This design comes from an exercise in tuning for small area on the open sky130 flow, not from production work.
Function was checked by simulation only, so behaviour that the tests miss may differ from the original.
No activity file was given, so power comes from the tool's default toggle rates.

## decode_stage
module decode_stage (
    input  logic                                 clock,
    input  logic                                 reset,
    input  logic                                 clear,
    input  logic                                 stall,
    input  logic [4*32-1:0]       instructions,
    input  logic [4*32-1:0]       pcs,
    output logic [4*5-1:0] rd,
    output logic [4*5-1:0] rs,
    output logic [4*5-1:0] rt,
    output logic [4*3-1:0]           command,
    output logic [4*6-1:0]           control_signal,
    output logic [4-1:0]             sel_imm,
    output logic [4*32-1:0]       imm,
    output logic [4*32-1:0]       target_pc,
    output logic [4*32-1:0]       out_pcs
);
    logic [4*32-1:0] slot_words;
    logic [4*32-1:0] slot_pcs;
    decode_stage_reg stage_reg_i (
        .clock        (clock),
        .reset        (reset),
        .clear        (clear),
        .stall        (stall),
        .instructions (instructions),
        .pcs          (pcs),
  ...
For scale: roughly 1,500 cells after synthesis, about 260 flip-flops, ~15,000 um2 of cells after synthesis.
export LEC_CHECK = 0
export CAP_MARGIN = 20
export CORE_MARGIN = 2
export CORE_UTILIZATION = 30
export PLACE_DENSITY = 0.5
export SLEW_MARGIN = 20
export SYNTH_HIERARCHICAL = 1
create_clock -name core_clock -period 7.0 [get_ports {clock}]
standard.sh (not shown) runs the stock make flow with config.mk's settings and CLKGATE_MAP_FILE= SYNTH_SCRIPT=/design/flow/synth_recipe.tcl, a recipe that flattens the netlist after the stock synthesis.
==> flow/flow/run.sh <==
#!/bin/bash
# Standard layout, with the smallest buffer on every port and a clock tree of clkbuf_8 buffers, each
# driving a cluster of at most 16 flip-flops, without dummy loads.
set -euo pipefail
bash standard.sh 'BUFFER_PORTS_ARGS=-buffer_cell sky130_fd_sc_hd__buf_1' \
  'CTS_ARGS=-sink_clustering_enable -repair_clock_nets -dont_use_dummy_load -buf_list sky130_fd_sc_hd__clkbuf_8 -sink_clustering_size 16 -sink_clustering_max_diameter 100' \
  finish > make_finish.log 2>&1
==> next run, changes <==
==> flow/flow/run.sh (replaced) <==
#!/bin/bash
# Standard layout, with the smallest buffer on every port and a clock tree of clkbuf_8 buffers, each
# driving a cluster of at most 16 flip-flops, without dummy loads.
set -euo pipefail
bash standard.sh 'BUFFER_PORTS_ARGS=-buffer_cell sky130_fd_sc_hd__buf_1' \
  'CTS_ARGS=-sink_clustering_enable -repair_clock_nets -dont_use_dummy_load -buf_list sky130_fd_sc_hd__clkbuf_8 -sink_clustering_size 16 -sink_clustering_max_diameter 80' \
  finish > make_finish.log 2>&1
- PLACE_DENSITY: 0.5 -> 0.35
Wire length climbs by 7.6%. Total power climbs by 2.6%. Register-to-register slack gets better by 0.05 ns. Fmax stays flat. Sequential power is about the same. Flip-flop and latch count stays the same. Die area is unchanged. Final area climbs by 0.62%. Area after synthesis is unchanged. Critical path depth does not change.

the reference run:
decode_stage again, from the RTL that the note above started with.
clock: 7.0 ns
lec_check: 0
cap_margin: 20
core_margin: 2
core_utilization: 30
place_density: 0.65
slew_margin: 20
synth_hierarchical: 1
==> flow/flow/run.sh <==
#!/bin/bash
# Standard layout, with the smallest buffer on every port and a clock tree of clkbuf_8 buffers, each
# driving a cluster of at most 16 flip-flops, without dummy loads.
set -euo pipefail
bash standard.sh 'BUFFER_PORTS_ARGS=-buffer_cell sky130_fd_sc_hd__buf_1' \
  'CTS_ARGS=-sink_clustering_enable -repair_clock_nets -dont_use_dummy_load -buf_list sky130_fd_sc_hd__clkbuf_8 -sink_clustering_size 16 -sink_clustering_max_diameter 80' \
  finish > make_finish.log 2>&1
### the reference run -> the trial run
- changing PLACE_DENSITY from 0.65 to 0.5
[summary]
- Instance area at placement: the reference run vs the trial run — no meaningful difference
- Reported for the reference run and the trial run, number of library cell types mapped by synthesis turned out identical to the last digit.
- When the trial run is set beside the reference run, its met2 layer wire length in the routed design turns out to be about 3.7% larger.

Setup of harbor:
Another version of the RTL of decode_stage (not shown whole).
Size: ~1500 cells after synthesis, ~740 I/O pins, roughly 0.015 mm^2 of cells after synthesis.
Settings: LEC_CHECK=0, CAP_MARGIN=20, CORE_MARGIN=2, CORE_UTILIZATION=30, PLACE_DENSITY=0.5, SLEW_MARGIN=20, SYNTH_HIERARCHICAL=1; clock period 7.0 ns.
==> flow/flow/run.sh <==
#!/bin/bash
# Standard layout, with the smallest buffer on every port and a clock tree of few, large clusters.
set -euo pipefail
bash standard.sh 'BUFFER_PORTS_ARGS=-buffer_cell sky130_fd_sc_hd__buf_1' \
  'CTS_ARGS=-sink_clustering_enable -repair_clock_nets -dont_use_dummy_load -buf_list sky130_fd_sc_hd__clkbuf_8 -sink_clustering_size 16 -sink_clustering_max_diameter 80' \
  SKIP_INCREMENTAL_REPAIR=1 \
  finish > make_finish.log 2>&1
The flow completed for harbor, but it is not clean: the layout still shows negative setup slack.
Edits applied to the flow inputs when going from harbor to willow:
==> flow/flow/run.sh <==
#!/bin/bash
# Standard layout, with the smallest buffer on every port and a clock tree of few, large clusters.
set -euo pipefail
bash standard.sh 'BUFFER_PORTS_ARGS=-buffer_cell sky130_fd_sc_hd__buf_1' \
  'CTS_ARGS=-sink_clustering_enable -repair_clock_nets -dont_use_dummy_load -buf_list sky130_fd_sc_hd__clkbuf_8 -sink_clustering_size 16 -sink_clustering_max_diameter 80' \
  finish > make_finish.log 2>&1
--- outcome ---
willow closes out successfully: all stages finished, all timing, DRC and antenna checks passed. Relative to harbor, signed area change from the synthesized netlist to the final layout increased by 0.42 points in willow. willow vs. harbor: least setup slack across all paths after layout saw an increase, first-pass iteration count of the detailed router down 1, share of cell area taken by flip-flops and latches saw little to no change, design area rose about 0.33%.
## Diff of input files: yarrow against willow
==> flow/flow/run.sh <==
#!/bin/bash
# Standard layout, with the smallest buffer on every port and a clock tree of few, large clusters.
set -euo pipefail
bash standard.sh 'BUFFER_PORTS_ARGS=-buffer_cell sky130_fd_sc_hd__buf_1' \
  'CTS_ARGS=-sink_clustering_enable -repair_clock_nets -dont_use_dummy_load -buf_list sky130_fd_sc_hd__clkbuf_16 -sink_clustering_size 24 -sink_clustering_max_diameter 120' \
  finish > make_finish.log 2>&1
==> comparison <==
Vias: yarrow fewer than willow
In yarrow relative to willow, internal power had gone up by a few percent.
As far as global routing usage on met2 is concerned, willow and yarrow perform about the same.
Summary: total power after layout, yarrow worse than willow
Comparing the two runs side by side, yarrow comes out behind willow on worst setup slack.
yarrow against willow: fraction of power consumed by sequential logic dropped 0.7 points, total wirelength of the detailed-routed design shrank by about 0.36%, clock network fraction of total power went up.

separate check: timing with driven ports:
Ports are ideal in the flow. The routed layouts listed here were re-timed in OpenROAD. Step 1, drivers: a clkbuf_16 drives clock and a buf_2 each remaining input, both assumed. Step 2, shift: input delay + t, output delay - t, t = (earliest + latest rising clock arrival at the registers) / 2. This alone moves slack from input paths to output paths. Three values: ideal, step 1, step 2; two values: the first two.
run	t (ns)	setup WS [ns]	cell pins on the clock port's net
the first run of note 1	0.637	0.218 / 0.170 / 0.807	1
the second run of note 1	0.671	0.208 / 0.150 / 0.822	1
the reference run	0.645	0.248 / 0.198 / 0.843	1
the trial run	0.639	0.250 / 0.203 / 0.842	1
harbor	0.637	-0.009 / -0.056 / 0.581	1
willow	0.639	0.250 / 0.203 / 0.842	1
yarrow	0.556	0.217 / 0.165 / 0.721	1
